From an optimization exercise on the open Yosys and OpenROAD flow, aimed at small area and a short achievable clock period; shortcuts taken in it are not production practice. Where RTL was checked, it was by simulation tests only, not by an equivalence proof against the original. Power figures rest on the tool's default switching activity, not on a simulated workload.

the baseline:
// bpu_top
module bpu_top (
   input  logic        clk_i,
   input  logic        rst_i,
   input  logic [31:0] curr_pc_i,
   output logic        pred_taken_o,
   output logic [31:0] pred_target_o,
   output logic        btb_hit_o,
   input  logic        res_valid_i,
   input  logic [31:0] res_pc_i,
   input  logic [31:0] res_target_i,
   input  logic        res_taken_i,
   input  logic        res_mispredict_i,
   output logic [31:0] mispred_cnt_o
);
export LEC_CHECK = 0
export CAP_MARGIN = 20
export CORE_MARGIN = 2
export CORE_UTILIZATION = 40
export CTS_CLUSTER_DIAMETER = 60
export CTS_CLUSTER_SIZE = 40
export SETUP_SLACK_MARGIN = 2.0
export SLEW_MARGIN = 20
export SYNTH_HIERARCHICAL = 1
create_clock -name core_clock -period 7.0 [get_ports {clk_i}]
standard.sh (not shown) runs the stock make flow with config.mk's settings and CLKGATE_MAP_FILE= SYNTH_SCRIPT=/design/flow/synth_recipe.tcl, a recipe that flattens the netlist after the stock synthesis.
==> flow/flow/run.sh <==
#!/bin/bash
# Standard layout (the standard.sh: ORFS from synthesis to the final layout, with the
# standard synthesis), changed in two places:
#  - every input and output port still gets its own buffer, but a buf_2 rather than the delay
#    buffer the port buffering would pick; timing repair sizes up the ones on critical paths.
# make's full output goes to flow_make.log; ORFS keeps each step's log under orfs/logs/.
set -euo pipefail
cd "$(dirname "$0")/.."
bash standard.sh \
   CTS_ARGS="-sink_clustering_enable -repair_clock_nets -dont_use_dummy_load -sink_clustering_size 40 -sink_clustering_max_diameter 60" \
   BUFFER_PORTS_ARGS="-buffer_cell sky130_fd_sc_hd__buf_2" \
   finish > flow_make.log 2>&1
For the candidate, these inputs were changed with respect to the baseline:
--- a/flow/design.v
+++ b/flow/design.v
@@ -57,45 +57,40 @@
    bp_nand3 u_ne1 (.a_i(eq2[3]),  .b_i(eq2[4]),  .c_i(eq2[5]), .y_o(ne[1]));
    bp_nand3 u_ne2 (.a_i(eq2[6]),  .b_i(eq2[7]),  .c_i(eq2[8]), .y_o(ne[2]));
    bp_nand2 u_ne3 (.a_i(eq2[9]),  .b_i(eq2[10]),               .y_o(ne[3]));
    bp_nand2 u_ne4 (.a_i(eq2[11]), .b_i(eq2[12]),               .y_o(ne[4]));
    bp_nor3  u_eqa (.a_i(ne[0]), .b_i(ne[1]), .c_i(ne[2]), .y_o(eq_a));
    bp_nor2  u_eqb (.a_i(ne[3]), .b_i(ne[4]),              .y_o(eq_b));
    bp_nand3 u_hit (.a_i(eq_a), .b_i(eq_b), .c_i(en_i), .y_o(hit_n_o));
 endmodule
-module bp_sel16_half (
+module bp_sel16_part (
    input  logic [15:0] d_i,
    input  logic [15:0] sel_i,
-   output logic [1:0]  part_o
-);
-   always_comb for (int i = 0; i < 2; i++) part_o[i] = |(d_i[8*i +: 8] & sel_i[8*i +: 8]);
+   output logic [3:0]  part_o
+);
+   always_comb for (int i = 0; i < 4; i++) part_o[i] = |(d_i[4*i +: 4] & sel_i[4*i +: 4]);
 endmodule
 module bp_mux16 (
    input  logic [15:0] d_i,
    input  logic [3:0]  sel_i,
    output logic        y_o
 );
-   logic [7:0] l1;
-   logic [3:0] l2;
-   logic [1:0] l3;
-   for (genvar i = 0; i < 8; i++) begin : g_l1
-      bp_mux2i u_m (.s_i(sel_i[0]), .a0_i(d_i[2*i]), .a1_i(d_i[2*i+1]), .y_o(l1[i]));
-   end
-   for (genvar i = 0; i < 4; i++) begin : g_l2
-      bp_mux2i u_m (.s_i(sel_i[1]), .a0_i(l1[2*i]), .a1_i(l1[2*i+1]), .y_o(l2[i]));
-   end
-   for (genvar i = 0; i < 2; i++) begin : g_l3
-      bp_mux2i u_m (.s_i(sel_i[2]), .a0_i(l2[2*i]), .a1_i(l2[2*i+1]), .y_o(l3[i]));
-   end
-   bp_mux2i u_l4 (.s_i(sel_i[3]), .a0_i(l3[0]), .a1_i(l3[1]), .y_o(y_o));
+   assign y_o = d_i[sel_i];
+endmodule
+module bp_sel16 (
+   input  logic [15:0] d_i,
+   input  logic [15:0] sel_i,
+   output logic        y_o
+);
+   assign y_o = |(d_i & sel_i);
 endmodule
 module bp_out4 (
    input  logic [3:0] hit_part_i,
-   input  logic [1:0] bht_part_i,
+   input  logic [3:0] bht_part_i,
    input  logic       row_valid_i,
    input  logic [3:0] target_n_i,
    input  logic [3:0] pc_plus4_n_i,
    output logic [3:0] y_o
 );
    logic taken;
    assign taken = (|hit_part_i) && (|bht_part_i) && row_valid_i;
    for (genvar i = 0; i < 4; i++) begin : g_bit
@@ -128,18 +123,17 @@
    logic [15:0]       bht_row_valid_q;
    logic [15:0]       btb_valid_q;
    logic [15:0][25:0] btb_tag_q;
    logic [15:0][31:0] btb_target_q;
    logic [3:0]        ghr_q;
    logic [31:0]       cnt_q;
    logic [3:0]        lk_idx;
    logic [15:0]       lk_dec, lk_col_dec, entry_hit_n;
-   logic [1:0][3:0]   hit_part;             
-   logic [1:0][1:0]   bht_part;             
+   logic [1:0][3:0]   hit_part, bht_part;   
    logic [15:0][15:0] bht_hi_t;              
    logic [15:0]       bht_row;               
    logic              row_valid;
    logic [31:0]       pc_plus4, btb_target_sel;
    assign lk_idx = curr_pc_i[5:2];
    bp_dec4 u_lk_dec  (.a_i(lk_idx),                  .y_o(lk_dec));
    bp_dec4 u_col_dec (.a_i(curr_pc_i[5:2] ^ ghr_q),  .y_o(lk_col_dec));
    for (genvar e = 0; e < 16; e++) begin : g_lk_btb
@@ -171,17 +165,17 @@
          for (genvar r = 0; r < 16; r++) begin : g_s
             assign d_swap[{r[1:0], r[3:2]}] = bht_hi_t[c][r];
          end
          bp_mux16 u_row (.d_i(d_swap), .sel_i({curr_pc_i[7:6], curr_pc_i[9:8]}), .y_o(bht_row[c]));
       end
    end
    bp_mux16 u_row_valid (.d_i(bht_row_valid_q), .sel_i(curr_pc_i[9:6]), .y_o(row_valid));
    for (genvar h = 0; h < 2; h++) begin : g_col_half
-      bp_sel16_half u_col (.d_i(bht_row), .sel_i(lk_col_dec), .part_o(bht_part[h]));
+      bp_sel16_part u_col (.d_i(bht_row), .sel_i(lk_col_dec), .part_o(bht_part[h]));
    end
    assign pc_plus4     = curr_pc_i + 32'd4;
    assign pred_taken_o = (|hit_part[0]) && (|bht_part[0]) && row_valid;
    for (genvar g = 0; g < 8; g++) begin : g_out
       bp_out4 u_out (
          .hit_part_i  (hit_part[g/4]),
          .bht_part_i  (bht_part[g/4]),
          .row_valid_i (row_valid),
### Flow results
- [compare] base=the baseline new=the candidate: worst clock skew fell by 0.022 ns; ratio of routed vias to standard cells stayed essentially flat.
- In the candidate relative to the baseline, combined area of the multi-input logic cells had gone down slightly.
- Last element of the critical path: pred_target_o[14] -> the baseline, pred_target_o[15] -> the candidate
- Clock-buffer cell count ends up higher on the baseline.
- Of the baseline and the candidate, the baseline shows the lower power share of the sequential group, with the candidate above it.
- | routed wire length | the candidate vs the baseline | about 1.8% lower |
- The lower total buffers and inverters traversed by the critical path came out of the candidate.
- Of the two values seen for startpoint of the worst setup timing path, curr_pc_i[7] was produced by the baseline and curr_pc_i[6] by the candidate.
No functional check of the RTL was part of the baseline.

* * *

lane 1:
Another version of the RTL of bpu_top (not shown whole).
Size in the first run: about 4000 cells after synthesis, about 1500 flip-flops, ~170 I/O pins, roughly 66000 um2 of cells after synthesis.
==> module branch_predictor, before the edit <==
module branch_predictor (
   input  logic        clk_i,
   input  logic        rst_i,
   input  logic [31:0] curr_pc_i,
   output logic        pred_taken_o,
   output logic [31:0] pred_target_o,
   output logic        btb_hit_o,
   input  logic        res_valid_i,
   input  logic [31:0] res_pc_i,
   input  logic [31:0] res_target_i,
   input  logic        res_taken_i,
   input  logic        res_mispredict_i,
   output logic [31:0] mispred_cnt_o
);
   logic [15:0][15:0] bht_hi_q, bht_lo_q;    
   logic [15:0]       bht_row_valid_q;
   logic [15:0]       btb_valid_q;
   logic [15:0][25:0] btb_tag_q;
   logic [15:0][31:0] btb_target_q;
   logic [3:0]        ghr_q;
   logic [31:0]       cnt_q;
   logic [3:0]        lk_idx;
   logic [15:0]       lk_dec, lk_col_dec, entry_hit_n;
   logic [3:0]        hit_part, bht_part;
   logic [15:0][15:0] bht_hi_t;              
   logic [15:0]       bht_row;               
   logic              row_valid;
   logic [31:0]       pc_plus4, btb_target_sel;
   assign lk_idx = curr_pc_i[5:2];
   bp_dec4 u_lk_dec  (.a_i(lk_idx),                  .y_o(lk_dec));
   bp_dec4 u_col_dec (.a_i(curr_pc_i[5:2] ^ ghr_q),  .y_o(lk_col_dec));
   for (genvar e = 0; e < 16; e++) begin : g_lk_btb
      bp_tag_hit_n u_hit (
         .en_i    (btb_valid_q[e] && lk_dec[e]),
         .tag_i   (btb_tag_q[e]),
         .pc_tag_i(curr_pc_i[31:6]),
         .hit_n_o (entry_hit_n[e])
      );
   end
   for (genvar i = 0; i < 4; i++) begin : g_hit_part
      bp_nand4 u_part (
         .a_i(entry_hit_n[4*i]),   .b_i(entry_hit_n[4*i+1]),
         .c_i(entry_hit_n[4*i+2]), .d_i(entry_hit_n[4*i+3]),
         .y_o(hit_part[i])
      );
   end
   assign btb_hit_o = |hit_part;
   for (genvar c = 0; c < 16; c++) begin : g_lk_col
      for (genvar r = 0; r < 16; r++) begin : g_t
         assign bht_hi_t[c][r] = bht_hi_q[r][c];
      end
      bp_mux16 u_row (.d_i(bht_hi_t[c]), .sel_i(curr_pc_i[9:6]), .y_o(bht_row[c]));
   end
   bp_mux16 u_row_valid (.d_i(bht_row_valid_q), .sel_i(curr_pc_i[9:6]), .y_o(row_valid));
   bp_sel16_part u_col (.d_i(bht_row), .sel_i(lk_col_dec), .part_o(bht_part));
   assign pc_plus4     = curr_pc_i + 32'd4;
   assign pred_taken_o = (|hit_part) && (|bht_part) && row_valid;
   for (genvar g = 0; g < 8; g++) begin : g_out
      bp_out4 u_out (
         .hit_part_i  (hit_part),
         .bht_part_i  (bht_part),
         .row_valid_i (row_valid),
         .target_n_i  (~btb_target_sel[4*g +: 4]),
         .pc_plus4_n_i(~pc_plus4[4*g +: 4]),
         .y_o         (pred_target_o[4*g +: 4])
      );
   end
   assign btb_target_sel = btb_target_q[lk_idx];
   assign mispred_cnt_o = cnt_q;
   logic [3:0]  up_row, up_col;
   logic        old_hi, old_lo, new_hi, new_lo;
   logic [15:0] col_hit, col_d_hi, col_d_lo;
   assign up_row = res_pc_i[9:6];
   assign up_col = res_pc_i[5:2] ^ ghr_q;
   assign old_hi = bht_row_valid_q[up_row] ?  bht_hi_q[up_row][up_col] : 1'b0;
   assign old_lo = bht_row_valid_q[up_row] ?  bht_lo_q[up_row][up_col] : 1'b1;
   assign new_hi = (old_hi & old_lo) | (res_taken_i & (old_hi | old_lo));
   assign new_lo = (old_hi & ~old_lo) | (res_taken_i & (old_hi | ~old_lo));
   always_comb begin
      for (int c = 0; c < 16; c++) begin
         col_hit[c]  = (up_col == 4'(c));
         col_d_hi[c] = col_hit[c] & new_hi;
         col_d_lo[c] = ~col_hit[c] | new_lo;
      end
   end
   for (genvar r = 0; r < 16; r++) begin : g_bht_row
      logic row_we;
      assign row_we = res_valid_i && (up_row == 4'(r));
      always_ff @(posedge clk_i or posedge rst_i) begin
         if (rst_i) bht_row_valid_q[r] <= 1'b0;
         else if (row_we) bht_row_valid_q[r] <= 1'b1;
      end
      for (genvar c = 0; c < 16; c++) begin : g_bht_col
         always_ff @(posedge clk_i) begin
            if (row_we && (col_hit[c] || !bht_row_valid_q[r])) begin
               bht_hi_q[r][c] <= col_d_hi[c];
               bht_lo_q[r][c] <= col_d_lo[c];
            end
         end
      end
   end
   logic [3:0] up_btb;
   assign up_btb = res_pc_i[5:2];
   for (genvar e = 0; e < 16; e++) begin : g_btb
      logic we;
      assign we = res_valid_i && res_taken_i && (up_btb == 4'(e));
      always_ff @(posedge clk_i or posedge rst_i) begin
         if (rst_i) btb_valid_q[e] <= 1'b0;
         else if (we) btb_valid_q[e] <= 1'b1;
      end
      always_ff @(posedge clk_i) begin
         if (we) begin
            btb_tag_q[e]    <= res_pc_i[31:6];
            btb_target_q[e] <= res_target_i;
         end
      end
   end
   always_ff @(posedge clk_i or posedge rst_i) begin
      if (rst_i) begin
         ghr_q <= '0;
         cnt_q <= '0;
      end else if (res_valid_i) begin
         ghr_q <= {ghr_q[2:0], res_taken_i};
         if (res_mispredict_i) cnt_q <= cnt_q + 32'd1;
      end
   end
endmodule
Settings: LEC_CHECK=0, CAP_MARGIN=20, CORE_MARGIN=2, CORE_UTILIZATION=40, CTS_CLUSTER_DIAMETER=60, CTS_CLUSTER_SIZE=40, SETUP_SLACK_MARGIN=1.5, SLEW_MARGIN=20, SYNTH_HIERARCHICAL=1; clock period 7.0 ns.
==> flow/flow/run.sh <==
#!/bin/bash
# Standard layout (the standard.sh: ORFS from synthesis to the final layout), with
# clock tree synthesis told not to add dummy balancing loads to the clock tree.
set -euo pipefail
cd "$(dirname "$0")/.."
bash standard.sh \
   CTS_ARGS="-sink_clustering_enable -repair_clock_nets -dont_use_dummy_load -sink_clustering_size 40 -sink_clustering_max_diameter 60" \
   finish > flow_make.log 2>&1
Modified inputs, lane 2 compared to lane 1
diff --git a/flow/design.v b/flow/design.v
--- a/flow/design.v
+++ b/flow/design.v
@@ -127,9 +127,9 @@
    logic [3:0]        ghr_q;
    logic [31:0]       cnt_q;
    logic [3:0]        lk_idx;
    logic [15:0]       lk_dec, lk_col_dec, entry_hit_n;
-   logic [3:0]        hit_part, bht_part;
+   logic [1:0][3:0]   hit_part, bht_part;   
    logic [15:0][15:0] bht_hi_t;              
    logic [15:0]       bht_row;               
    logic              row_valid;
    logic [31:0]       pc_plus4, btb_target_sel;
@@ -143,30 +143,34 @@
          .pc_tag_i(curr_pc_i[31:6]),
          .hit_n_o (entry_hit_n[e])
       );
    end
-   for (genvar i = 0; i < 4; i++) begin : g_hit_part
-      bp_nand4 u_part (
-         .a_i(entry_hit_n[4*i]),   .b_i(entry_hit_n[4*i+1]),
-         .c_i(entry_hit_n[4*i+2]), .d_i(entry_hit_n[4*i+3]),
-         .y_o(hit_part[i])
-      );
-   end
-   assign btb_hit_o = |hit_part;
+   for (genvar h = 0; h < 2; h++) begin : g_hit_half
+      for (genvar i = 0; i < 4; i++) begin : g_hit_part
+         bp_nand4 u_part (
+            .a_i(entry_hit_n[4*i]),   .b_i(entry_hit_n[4*i+1]),
+            .c_i(entry_hit_n[4*i+2]), .d_i(entry_hit_n[4*i+3]),
+            .y_o(hit_part[h][i])
+         );
+      end
+   end
+   assign btb_hit_o = |hit_part[0];
    for (genvar c = 0; c < 16; c++) begin : g_lk_col
       for (genvar r = 0; r < 16; r++) begin : g_t
          assign bht_hi_t[c][r] = bht_hi_q[r][c];
       end
       bp_mux16 u_row (.d_i(bht_hi_t[c]), .sel_i(curr_pc_i[9:6]), .y_o(bht_row[c]));
    end
    bp_mux16 u_row_valid (.d_i(bht_row_valid_q), .sel_i(curr_pc_i[9:6]), .y_o(row_valid));
-   bp_sel16_part u_col (.d_i(bht_row), .sel_i(lk_col_dec), .part_o(bht_part));
+   for (genvar h = 0; h < 2; h++) begin : g_col_half
+      bp_sel16_part u_col (.d_i(bht_row), .sel_i(lk_col_dec), .part_o(bht_part[h]));
+   end
    assign pc_plus4     = curr_pc_i + 32'd4;
-   assign pred_taken_o = (|hit_part) && (|bht_part) && row_valid;
+   assign pred_taken_o = (|hit_part[0]) && (|bht_part[0]) && row_valid;
    for (genvar g = 0; g < 8; g++) begin : g_out
       bp_out4 u_out (
-         .hit_part_i  (hit_part),
-         .bht_part_i  (bht_part),
+         .hit_part_i  (hit_part[g/4]),
+         .bht_part_i  (bht_part[g/4]),
          .row_valid_i (row_valid),
          .target_n_i  (~btb_target_sel[4*g +: 4]),
          .pc_plus4_n_i(~pc_plus4[4*g +: 4]),
          .y_o         (pred_target_o[4*g +: 4])
@@ -175,18 +179,21 @@
    assign btb_target_sel = btb_target_q[lk_idx];
    assign mispred_cnt_o = cnt_q;
    logic [3:0]  up_row, up_col;
    logic        old_hi, old_lo, new_hi, new_lo;
-   logic [15:0] col_hit, col_d_hi, col_d_lo;
+   logic [15:0] col_hit, col_we, col_d_hi, col_d_lo;
+   logic        up_row_valid;
    assign up_row = res_pc_i[9:6];
    assign up_col = res_pc_i[5:2] ^ ghr_q;
-   assign old_hi = bht_row_valid_q[up_row] ?  bht_hi_q[up_row][up_col] : 1'b0;
-   assign old_lo = bht_row_valid_q[up_row] ?  bht_lo_q[up_row][up_col] : 1'b1;
+   assign old_hi = up_row_valid ? bht_hi_q[up_row][up_col] : 1'b0;
+   assign old_lo = up_row_valid ? bht_lo_q[up_row][up_col] : 1'b1;
    assign new_hi = (old_hi & old_lo) | (res_taken_i & (old_hi | old_lo));
    assign new_lo = (old_hi & ~old_lo) | (res_taken_i & (old_hi | ~old_lo));
+   assign up_row_valid = bht_row_valid_q[up_row];
    always_comb begin
       for (int c = 0; c < 16; c++) begin
          col_hit[c]  = (up_col == 4'(c));
+         col_we[c]   = col_hit[c] || !up_row_valid;
          col_d_hi[c] = col_hit[c] & new_hi;
          col_d_lo[c] = ~col_hit[c] | new_lo;
       end
    end
@@ -198,9 +205,9 @@
          else if (row_we) bht_row_valid_q[r] <= 1'b1;
       end
       for (genvar c = 0; c < 16; c++) begin : g_bht_col
          always_ff @(posedge clk_i) begin
-            if (row_we && (col_hit[c] || !bht_row_valid_q[r])) begin
+            if (row_we && col_we[c]) begin
                bht_hi_q[r][c] <= col_d_hi[c];
                bht_lo_q[r][c] <= col_d_lo[c];
             end
          end
Results
Compared to lane 1, lane 2 reaches a higher achievable clock. Placer congestion estimate, lane 2 vs lane 1: down by a few percent. Both conditions hold for lane 2: the flow ran to the end and the final layout passed the timing, DRC and antenna checks. [compare] base=lane 1 new=lane 2: worst hold slack essentially unchanged; filler cell count roughly the same. Higher global router's overall resource usage goes to lane 1 over lane 2. Compared lane 1 against lane 2; starting density of the core within noise. Changes observed in lane 2 relative to lane 1: growth of design area from synthesis to finish rose by 1.7 points, number of nets in the layout rose by about 2.2%, synthesized area fell by 300 um2. Of lane 2 and lane 1, lane 1 shows the lower clock tree buffer count of the final layout, with lane 2 above it.

static timing again, ports no longer ideal:
The flow's constraints put no driver on any port. The routed layouts listed below were extracted and timed again, unchanged, in two steps.
Step 1 (the two cells are an assumption about what drives the block):
set clk [get_ports {clk_i}]
set_driving_cell -lib_cell sky130_fd_sc_hd__clkbuf_16 $clk
set_driving_cell -lib_cell sky130_fd_sc_hd__buf_2 [delete_from_list [all_inputs] $clk]
Step 2 also shifts input and output timing later by t, the mid clock arrival at the registers, as if the neighbouring blocks saw the same clock.
a / b / c = ideal ports / drivers / drivers and shift; a / b = the first two.
| run | t (ns) | setup slack, ns | worst setup path after step 2 | latest minus earliest clock arrival (ns) | worst register clock-pin slew, ns |
|---|---|---|---|---|---|
| the baseline | 0.822 | 1.573 / 1.403 / 1.278 | input to register | 0.127 / 0.127 | 0.10 / 0.10 |
| the candidate | 0.791 | 1.527 / 1.208 / 1.208 | input to output | 0.127 / 0.126 | 0.09 / 0.09 |
| lane 1 | 0.796 | 1.351 / 1.267 / 0.738 | input to register | 0.128 / 0.129 | 0.09 / 0.09 |
| lane 2 | 0.808 | 1.444 / 1.144 / 0.830 | input to register | 0.097 / 0.098 | 0.09 / 0.09 |
After both steps every run listed still meets setup and hold. For lane 2, which loses most, drivers alone change the setup slack by -0.300 ns; drivers and shift together by -0.614 ns.
